What follows belongs to an exercise in optimizing a design on an open flow for small area, a short achievable clock period and few clock cycles per item; a production flow would make more cautious choices. The RTL was checked by simulation tests, not by an equivalence proof against the original design. Power is estimated from default activity; no workload was simulated.

Design instr_mem_pipe, start of the top module:
module instr_mem_pipe #(
    parameter int                DATA_W = 32,
    parameter int                DEPTH  = 64,
    parameter int                ADDR_W = 32,
    parameter logic [DATA_W-1:0] FILL   = 32'h0000_0013
) (
    input  logic              clk,
    input  logic              reset_n,
    input  logic              req_valid,
    output logic              req_ready,
    input  logic [ADDR_W-1:0] req_addr,
    output logic              resp_valid,
    input  logic              resp_ready,
    output logic [DATA_W-1:0] resp_data,
    output logic              resp_fault,
    input  logic              wr_en,
    input  logic [ADDR_W-1:0] wr_addr,
    input  logic [DATA_W-1:0] wr_data,
    output logic              busy
);
For scale: roughly 4400 cells after synthesis, roughly 2300 flip-flops, ~140 I/O pins.
==> module instr_mem_pipe, before the edit <==
module instr_mem_pipe #(
    parameter int                DATA_W = 32,
    parameter int                DEPTH  = 64,
    parameter int                ADDR_W = 32,
    parameter logic [DATA_W-1:0] FILL   = 32'h0000_0013
) (
    input  logic              clk,
    input  logic              reset_n,
    input  logic              req_valid,
    output logic              req_ready,
    input  logic [ADDR_W-1:0] req_addr,
    output logic              resp_valid,
    input  logic              resp_ready,
    output logic [DATA_W-1:0] resp_data,
    output logic              resp_fault,
    input  logic              wr_en,
    input  logic [ADDR_W-1:0] wr_addr,
    input  logic [DATA_W-1:0] wr_data,
    output logic              busy
);
    localparam int BYTES = DATA_W / 8;
    localparam int OFF   = $clog2(BYTES);
    localparam int IDX_W = $clog2(DEPTH);
    localparam int NGRP  = 4;                   
    localparam int GRP_W = $clog2(NGRP);
    localparam int GSIZE = DEPTH / NGRP;        
    localparam int LOW_W = IDX_W - GRP_W;
    localparam logic [ADDR_W:0] LIMIT = (ADDR_W + 1)'(DEPTH * BYTES);
    logic              r_run;        
    logic              r_busy;       
    logic              r_ready;      
    logic [DATA_W-1:0] r_mem [DEPTH];
    logic              r_a_valid;
    logic [DATA_W-1:0] r_a_word [NGRP];
    logic [NGRP-1:0]   r_a_gsel;     
    logic              r_a_bad;
    logic              r_s_valid;
    logic [DATA_W-1:0] r_s_data;
    logic              r_s_fault;
    logic              r_resp_valid;
    logic [DATA_W-1:0] r_resp_data;
    logic              r_resp_fault;
    logic              w_req_ok;
    logic [IDX_W-1:0]  w_req_idx;
    logic              w_wr_ok;
    logic [IDX_W-1:0]  w_wr_idx;
    logic              w_out_free;
    logic              w_a_free;
    logic              w_req_ready;
    logic              w_accept;
    logic [GSIZE-1:0]  w_lo_sel;
    logic [DATA_W-1:0] w_cand [NGRP];
    logic [DATA_W-1:0] w_a_data;
    logic [DATA_W-1:0] w_wdata;
    logic [DEPTH-1:0]  w_we;
    logic              w_a_move;
    logic              w_a_valid_nxt;
    logic              w_s_valid_nxt;
    logic              w_b_valid_nxt;
    function automatic logic addr_ok(input logic [ADDR_W-1:0] a);
        addr_ok = (a[OFF-1:0] == '0) && ({1'b0, a} < LIMIT);
    endfunction
    always_comb begin
        w_req_ok  = addr_ok(req_addr);
        w_req_idx = req_addr[OFF+IDX_W-1:OFF];
        w_wr_ok   = addr_ok(wr_addr);
        w_wr_idx  = wr_addr[OFF+IDX_W-1:OFF];
    end
    always_comb begin
        w_out_free  = !r_resp_valid || resp_ready;
        w_a_move    = r_a_valid && (w_out_free || !r_s_valid);
        w_a_free    = !r_a_valid || w_a_move;
        w_req_ready = r_ready;
        w_accept    = req_valid && w_req_ready;
        w_a_valid_nxt = w_accept || (r_a_valid && !w_a_move);
        if (w_out_free) begin
            w_b_valid_nxt = r_s_valid || r_a_valid;
            w_s_valid_nxt = r_s_valid && r_a_valid;
        end else begin
            w_b_valid_nxt = 1'b1;
            w_s_valid_nxt = r_s_valid || r_a_valid;
        end
    end
    always_ff @(posedge clk or negedge reset_n) begin
        if (!reset_n) begin
            r_run        <= 1'b0;
            r_busy       <= 1'b1;
            r_ready      <= 1'b0;
            r_a_valid    <= 1'b0;
            r_s_valid    <= 1'b0;
            r_resp_valid <= 1'b0;
        end else begin
            r_run        <= 1'b1;
            r_busy       <= 1'b0;
            r_ready      <= !(w_a_valid_nxt && w_s_valid_nxt && w_b_valid_nxt);
            r_a_valid    <= w_a_valid_nxt;
            r_s_valid    <= w_s_valid_nxt;
            r_resp_valid <= w_b_valid_nxt;
        end
    end
    always_comb begin
        w_wdata = (wr_data & {DATA_W{r_run}}) | (FILL & {DATA_W{!r_run}});
        for (int i = 0; i < DEPTH; i++) begin
            w_we[i] = !r_run || (wr_en && w_wr_ok && w_wr_idx == IDX_W'(i));
        end
    end
    always_ff @(posedge clk) begin
        for (int i = 0; i < DEPTH; i++) begin
            if (w_we[i]) begin
                r_mem[i] <= w_wdata;
            end
        end
    end
    always_comb begin
        for (int j = 0; j < GSIZE; j++) begin
            w_lo_sel[j] = (w_req_idx[LOW_W-1:0] == LOW_W'(j));
        end
        for (int g = 0; g < NGRP; g++) begin
            w_cand[g] = '0;
            for (int j = 0; j < GSIZE; j++) begin
                w_cand[g] = w_cand[g] | (r_mem[g*GSIZE+j] & {DATA_W{w_lo_sel[j]}});
            end
        end
    end
    always_ff @(posedge clk) begin
        if (w_a_free) begin
            for (int g = 0; g < NGRP; g++) begin
                r_a_word[g] <= w_cand[g];
                r_a_gsel[g] <= w_req_ok && (w_req_idx[IDX_W-1:LOW_W] == GRP_W'(g));
            end
            r_a_bad <= !w_req_ok;
        end
    end
    always_comb begin
        w_a_data = FILL & {DATA_W{r_a_bad}};
        for (int g = 0; g < NGRP; g++) begin
            w_a_data = w_a_data | (r_a_word[g] & {DATA_W{r_a_gsel[g]}});
        end
    end
    always_ff @(posedge clk) begin
        if (w_out_free) begin
            if (r_s_valid) begin
                r_resp_data  <= r_s_data;
                r_resp_fault <= r_s_fault;
            end else begin
                r_resp_data  <= w_a_data;
                r_resp_fault <= r_a_bad;
            end
        end
    end
    always_ff @(posedge clk) begin
        if (w_out_free || !r_s_valid) begin
            r_s_data  <= w_a_data;
            r_s_fault <= r_a_bad;
        end
    end
    always_comb begin
        req_ready  = w_req_ready;
        resp_valid = r_resp_valid;
        resp_data  = r_resp_data;
        resp_fault = r_resp_fault;
        busy       = r_busy;
    end
endmodule
clock: 3.5 ns
lec_check: 0
abc_clock_period_in_ps: 2000
cap_margin: 20
core_margin: 2
core_utilization: 42
cts_cluster_diameter: 90
cts_cluster_size: 24
setup_slack_margin: 1.3
slew_margin: 20
standard.sh (not shown) runs the stock make flow with config.mk's settings and CLKGATE_MAP_FILE= SYNTH_SCRIPT=/design/flow/synth_recipe.tcl, a recipe that flattens the netlist after the stock synthesis.
==> flow/flow/run.sh <==
#!/bin/bash
# The standard ORFS layout, with the port buffers made from buf_4 instead of
# the default cell (a slow delay buffer on sky130hd). Every input and output
# port still gets its own buffer. If the routed layout is left with an
# antenna violation, the layout is redone from the floorplan with the core
# utilisation raised by one point (up to twice); synthesis is kept. Each
# make run's full output goes to its own log file here.
set -euo pipefail
export BUFFER_PORTS_ARGS="-buffer_cell sky130_fd_sc_hd__buf_4"
bash standard.sh finish > orfs_flow.log 2>&1
ant=orfs/reports/${FLOW_PLATFORM:-sky130hd}/instr_mem_pipe/base/drt_antennas.log
for util in 43 44; do
  if [[ -f $ant ]] && grep -q VIOLATED "$ant"; then
    cp "$ant" "antennas_before_util_$util.log"
    bash standard.sh clean_floorplan clean_place clean_cts clean_route clean_finish \
      CORE_UTILIZATION=$util finish > "orfs_flow_util_$util.log" 2>&1
  fi
done
The baseline went through all stages and came out clean.
Testbench counts at the start, summed over its fixed seeds: cycles 12,536, items 12,000.
Edit:
--- a/flow/design.v
+++ b/flow/design.v
@@ -25,21 +25,19 @@
     localparam int GRP_W = $clog2(NGRP);
     localparam int GSIZE = DEPTH / NGRP;        
     localparam int LOW_W = IDX_W - GRP_W;
     localparam logic [ADDR_W:0] LIMIT = (ADDR_W + 1)'(DEPTH * BYTES);
     logic              r_run;        
     logic              r_busy;       
-    logic              r_ready;      
+    logic              r_rdy_any;    
+    logic              r_rdy_hold;   
     logic [DATA_W-1:0] r_mem [DEPTH];
     logic              r_a_valid;
     logic [DATA_W-1:0] r_a_word [NGRP];
     logic [NGRP-1:0]   r_a_gsel;     
     logic              r_a_bad;
-    logic              r_s_valid;
-    logic [DATA_W-1:0] r_s_data;
-    logic              r_s_fault;
     logic              r_resp_valid;
     logic [DATA_W-1:0] r_resp_data;
     logic              r_resp_fault;
     logic              w_req_ok;
     logic [IDX_W-1:0]  w_req_idx;
     logic              w_wr_ok;
@@ -50,54 +48,45 @@
     logic              w_accept;
     logic [GSIZE-1:0]  w_lo_sel;
     logic [DATA_W-1:0] w_cand [NGRP];
     logic [DATA_W-1:0] w_a_data;
     logic [DATA_W-1:0] w_wdata;
     logic [DEPTH-1:0]  w_we;
-    logic              w_a_move;
     logic              w_a_valid_nxt;
-    logic              w_s_valid_nxt;
     logic              w_b_valid_nxt;
     function automatic logic addr_ok(input logic [ADDR_W-1:0] a);
         addr_ok = (a[OFF-1:0] == '0) && ({1'b0, a} < LIMIT);
     endfunction
     always_comb begin
         w_req_ok  = addr_ok(req_addr);
         w_req_idx = req_addr[OFF+IDX_W-1:OFF];
         w_wr_ok   = addr_ok(wr_addr);
         w_wr_idx  = wr_addr[OFF+IDX_W-1:OFF];
     end
     always_comb begin
         w_out_free  = !r_resp_valid || resp_ready;
-        w_a_move    = r_a_valid && (w_out_free || !r_s_valid);
-        w_a_free    = !r_a_valid || w_a_move;
-        w_req_ready = r_ready;
+        w_a_free    = !r_a_valid || w_out_free;
+        w_req_ready = r_rdy_hold || (resp_ready && r_rdy_any);
         w_accept    = req_valid && w_req_ready;
-        w_a_valid_nxt = w_accept || (r_a_valid && !w_a_move);
-        if (w_out_free) begin
-            w_b_valid_nxt = r_s_valid || r_a_valid;
-            w_s_valid_nxt = r_s_valid && r_a_valid;
-        end else begin
-            w_b_valid_nxt = 1'b1;
-            w_s_valid_nxt = r_s_valid || r_a_valid;
-        end
+        w_a_valid_nxt = w_accept || (r_a_valid && !w_out_free);
+        w_b_valid_nxt = w_out_free ? r_a_valid : 1'b1;
     end
     always_ff @(posedge clk or negedge reset_n) begin
         if (!reset_n) begin
             r_run        <= 1'b0;
             r_busy       <= 1'b1;
-            r_ready      <= 1'b0;
+            r_rdy_any    <= 1'b0;
+            r_rdy_hold   <= 1'b0;
             r_a_valid    <= 1'b0;
-            r_s_valid    <= 1'b0;
             r_resp_valid <= 1'b0;
         end else begin
             r_run        <= 1'b1;
             r_busy       <= 1'b0;
-            r_ready      <= !(w_a_valid_nxt && w_s_valid_nxt && w_b_valid_nxt);
+            r_rdy_any    <= r_run;
+            r_rdy_hold   <= !(w_a_valid_nxt && w_b_valid_nxt);
             r_a_valid    <= w_a_valid_nxt;
-            r_s_valid    <= w_s_valid_nxt;
             r_resp_valid <= w_b_valid_nxt;
         end
     end
     always_comb begin
         w_wdata = (wr_data & {DATA_W{r_run}}) | (FILL & {DATA_W{!r_run}});
         for (int i = 0; i < DEPTH; i++) begin
@@ -136,25 +125,14 @@
         for (int g = 0; g < NGRP; g++) begin
             w_a_data = w_a_data | (r_a_word[g] & {DATA_W{r_a_gsel[g]}});
         end
     end
     always_ff @(posedge clk) begin
         if (w_out_free) begin
-            if (r_s_valid) begin
-                r_resp_data  <= r_s_data;
-                r_resp_fault <= r_s_fault;
-            end else begin
-                r_resp_data  <= w_a_data;
-                r_resp_fault <= r_a_bad;
-            end
-        end
-    end
-    always_ff @(posedge clk) begin
-        if (w_out_free || !r_s_valid) begin
-            r_s_data  <= w_a_data;
-            r_s_fault <= r_a_bad;
+            r_resp_data  <= w_a_data;
+            r_resp_fault <= r_a_bad;
         end
     end
     always_comb begin
         req_ready  = w_req_ready;
         resp_valid = r_resp_valid;
         resp_data  = r_resp_data;
Outcome:
- The changed run finished clean
- register-to-register slack is better by 60 ps
- via count climbs by 2.4%
- routed wire length came out higher by 6.5%
- clock power is about the same
- design area grows by about 3.5%
Testbench counts after the change, summed over its fixed seeds: cycles 12,536, items 12,000.

[static timing again, ports no longer ideal]
The results above use ideal ports. As a check the final layouts listed here were re-extracted and re-timed, cells and wires unchanged.
Step 1, drivers: a clkbuf_16 drives clk and a buf_2 each remaining input, both assumed.
Step 2, shift: input delay + t, output delay - t, t = (earliest + latest rising clock arrival at the registers) / 2. This alone moves slack from input paths to output paths.
Three values: ideal ports, drivers, drivers and shift; two values: the first two.
run | shift t [ns] | setup slack, ns | worst setup path at the end | worst slew at a driven data input, ns
the first run | 0.851 | 1.215 / 1.215 / 0.447 | input to register | 0.18
the second run | 0.835 | 1.034 / 1.075 / 0.241 | input to register | 0.17
After both steps setup and hold are still met in every run listed. The setup slack of the second run, which loses most, moves by +0.041 ns with the drivers and by -0.793 ns with both steps.
